Context: an optimization exercise on an open-source flow, tuned for a short achievable clock period and few clock cycles. The choices shown serve that exercise and are no tape-out recipe. The RTL was checked by simulation tests, not by an equivalence proof against the original design.

Design core_top, start of the top module:
module core_top
(
    input  wire                 CLK,
    input  wire                 rst_n,
    input  wire                 mem_req_ready,
    input  wire core_pkg::mem_rsp_t       mem_rsp,
    input  wire                 mem_rsp_valid,
    input  wire                 out_ready,
    output core_pkg::mem_req_t            mem_req,
    output logic                mem_req_valid,
    output logic [32-1:0]  out_data,
    output logic                out_valid,
    output logic                halted
);
For scale: roughly 7500 cells after synthesis, roughly 85 I/O pins, ~76000 um^2 of cells after synthesis.
clock: 15.0 ns
lec_check: 0
abc_clock_period_in_ps: 4000
cap_margin: 20
core_margin: 2
core_utilization: 60
slew_margin: 20
tns_end_percent: 100
standard.sh (not shown) runs the stock make flow with config.mk's settings and CLKGATE_MAP_FILE= SYNTH_SCRIPT=/design/flow/synth_recipe.tcl, a recipe that flattens the netlist after the stock synthesis.
==> flow/flow/run.sh <==
#!/bin/bash
# Own flow: the standard layout (standard.sh), run with a larger setup
# slack margin for ORFS's repair_timing so that the resizer keeps working on
# paths well below the design's clock period. The SDC, the synthesis and
# every other step are the standard ones.
set -euo pipefail
MARGIN=${MARGIN:-11}
sed -e "s/CLKGATE_MAP_FILE= /CLKGATE_MAP_FILE= SETUP_SLACK_MARGIN=${MARGIN} /" standard.sh > standard_margin.sh
grep -q "SETUP_SLACK_MARGIN=${MARGIN}" standard_margin.sh
bash standard_margin.sh > flow_make.log 2>&1
The baseline stopped in global routing.
Testbench counts at the start, summed over its fixed seeds: cycles 73,386.
Rerun with:
--- a/flow/design.v
+++ b/flow/design.v
@@ -123,37 +123,35 @@
     input  wire         op_neg,
     input  wire         sel_sum,
     input  wire         sel_a,
     input  wire         sel_not,
     input  wire         sel_and,
     input  wire         sel_or,
     input  wire         sel_xor,
     input  wire         sel_sar,
     input  wire         sel_rol,
     output logic [31:0] result
 );
-    logic [31:0] s_add;
-    logic [31:0] s_sub;
-    logic [31:0] s_neg;
+    logic [31:0] x;
+    logic [31:0] y;
+    logic [31:0] sum;
     logic [4:0]  sh;
     logic [31:0] sar;
     logic [63:0] rot;
+    assign x  = a ^ {32{op_neg}};
+    assign y  = (b ^ {32{op_sub}}) & {32{!op_neg}};
     assign sh = b[4:0];
-    ks_add32 u_add (.x(a),  .y(b),     .cin(1'b0), .s(s_add));
-    ks_add32 u_sub (.x(a),  .y(~b),    .cin(1'b1), .s(s_sub));
-    ks_add32 u_neg (.x(~a), .y(32'd0), .cin(1'b1), .s(s_neg));
+    ks_add32 u_add (.x(x), .y(y), .cin(op_sub | op_neg), .s(sum));
     assign sar = $signed(a) >>> sh;
     assign rot = {a, a} << sh;
-    assign result = ({32{sel_sum && !op_sub && !op_neg}} & s_add)
-                  | ({32{op_sub}}  & s_sub)
-                  | ({32{op_neg}}  & s_neg)
+    assign result = ({32{sel_sum}} & sum)
                   | ({32{sel_a}}   & a)
                   | ({32{sel_not}} & ~a)
                   | ({32{sel_and}} & (a & b))
                   | ({32{sel_or}}  & (a | b))
                   | ({32{sel_xor}} & (a ^ b))
                   | ({32{sel_sar}} & sar)
                   | ({32{sel_rol}} & rot[63:32]);
 endmodule
 module csa32
 (
     input  wire [31:0]  x,
@@ -261,26 +259,26 @@
     logic [31:0] regs [8];
     always_ff @(posedge CLK or negedge rst_n) begin
         if (!rst_n) begin
             for (int i = 0; i < 8; i++) begin
                 regs[i] <= '0;
             end
         end else begin
             for (int i = 0; i < 8; i++) begin
                 for (int l = 0; l < 4; l++) begin
                     if (e_we && e_ws[i] && e_be[l]) begin
                         regs[i][8*l +: 8] <= e_wd[8*l +: 8];
-                    end else if (l_we && l_ws[i] && (l_hi == l[1]) && l_bm[l[0]]) begin
-                        regs[i][8*l +: 8] <= l_wd[8*l[0] +: 8];
                     end else if (m_we && m_ws[i] && m_be[l]) begin
                         regs[i][8*l +: 8] <= m_wd[8*l +: 8];
+                    end else if (l_we && l_ws[i] && (l_hi == l[1]) && l_bm[l[0]]) begin
+                        regs[i][8*l +: 8] <= l_wd[8*l[0] +: 8];
                     end
                 end
             end
         end
     end
     always_comb begin
         rd0 = '0;
         rd1 = '0;
         for (int i = 0; i < 8; i++) begin
             rd0 = rd0 | ({32{rs0[i]}} & regs[i]);
             rd1 = rd1 | ({32{rs1[i]}} & regs[i]);
@@ -524,46 +522,42 @@
     logic         d_redir;
     logic         kill;
     assign r5z     = (r5 == 32'd0);
     assign r5n     = r5[31];
     assign e_take  = br_eval(w[14:12], r5z, r5n);
     assign e_redir = e_can && e_br && (e_take != ib_pred[0]);
     assign e_tgt   = e_take ? w[11:0] : ib_pc1[0];
     logic         zk;                 
     logic         zq;                 
     assign zk = e_can && ec[C_SUB] && ib_wr5[0] && !busy[5] && !(|(ib_v[IBD-1:1] & ib_wr5[IBD-1:1]));
     assign zq = (ra == rb);
-    logic [7:0]   pv0;
-    logic [7:0]   pv1;
     always_comb begin
         haz5 = busy[5] || |(ib_v & ib_wr5);
         for (int c = 0; c < 8; c++) begin
             if (!haz5) begin
-                pv0[c] = br_eval(3'(c), r5z, r5n);
-                pv1[c] = br_eval(3'(c), r5z, r5n);
+                pv[c] = br_eval(3'(c), r5z, r5n);
             end else if (zk) begin
                 case (c)
-                    0:       begin pv0[c] = 1'b0; pv1[c] = 1'b0; end
-                    2:       begin pv0[c] = 1'b0; pv1[c] = 1'b1; end
-                    3, 4, 5: begin pv0[c] = 1'b1; pv1[c] = 1'b0; end
-                    default: begin pv0[c] = 1'b1; pv1[c] = 1'b1; end
+                    0:       pv[c] = 1'b0;
+                    2:       pv[c] = zq;
+                    3:       pv[c] = !zq;
+                    4, 5:    pv[c] = !zq;
+                    default: pv[c] = 1'b1;
                 endcase
             end else begin
-                pv0[c] = (c != 0);
-                pv1[c] = (c != 0);
+                pv[c] = (c != 0);
             end
         end
-        pv = zq ? pv1 : pv0;
     end
     assign rsp_pc1 = tq_pc[tq_head] + 12'd1;
-    assign d_pt    = rw[15] && (zq ? pv1[rw[14:12]] : pv0[rw[14:12]]);
+    assign d_pt    = rw[15] && pv[rw[14:12]];
     assign bp_h    = tq_bp[tq_head];
     assign d_redir = rsp_ins && (bp_h ? !d_pt : d_pt);
     assign d_tgt   = bp_h ? rsp_pc1 : rw[11:0];
     assign kill    = e_redir || d_redir;
     always_comb begin
         bt_hit = 1'b0;
         bt_t   = 12'd0;
         for (int i = 0; i < NB; i++) begin
             if (bt_v[i] && bt_pc[i] == fpc) begin
                 bt_hit = 1'b1;
                 bt_t   = bt_t | bt_tgt[i];
Result: With this change the flow finished but fails on capacitance limit, slew limit; area after synthesis fell by 2.2%; synthesized cell count goes down by 4.3%.
Testbench counts after the change, summed over its fixed seeds: cycles 73,386.

[what the ideal ports hide]
Ports are ideal in the flow. The routed layout listed here was re-timed in OpenROAD. Step 1 (the two cells are an assumption about what drives the block):
set clk [get_ports {CLK}]
set_driving_cell -lib_cell sky130_fd_sc_hd__clkbuf_16 $clk
set_driving_cell -lib_cell sky130_fd_sc_hd__buf_2 [delete_from_list [all_inputs] $clk]
Step 2 times the ports against the registers' clock, not the clock port: input delays grow and output delays shrink by t, the midpoint of the rising clock arrivals with the driver on. a / b / c = ideal / step 1 / step 2; a / b = the first two.
run: the second run
t, ns: 0.865
setup slack, ns: 10.080 / 10.080 / 9.327
hold WS [ns]: 0.467 / 0.467 / 0.467
worst setup path at the end: input to register
slew at the worst register clock pin (ns): 0.07 / 0.07
The setup slack of the second run moves by 0.000 ns with the drivers and by -0.753 ns with both steps.
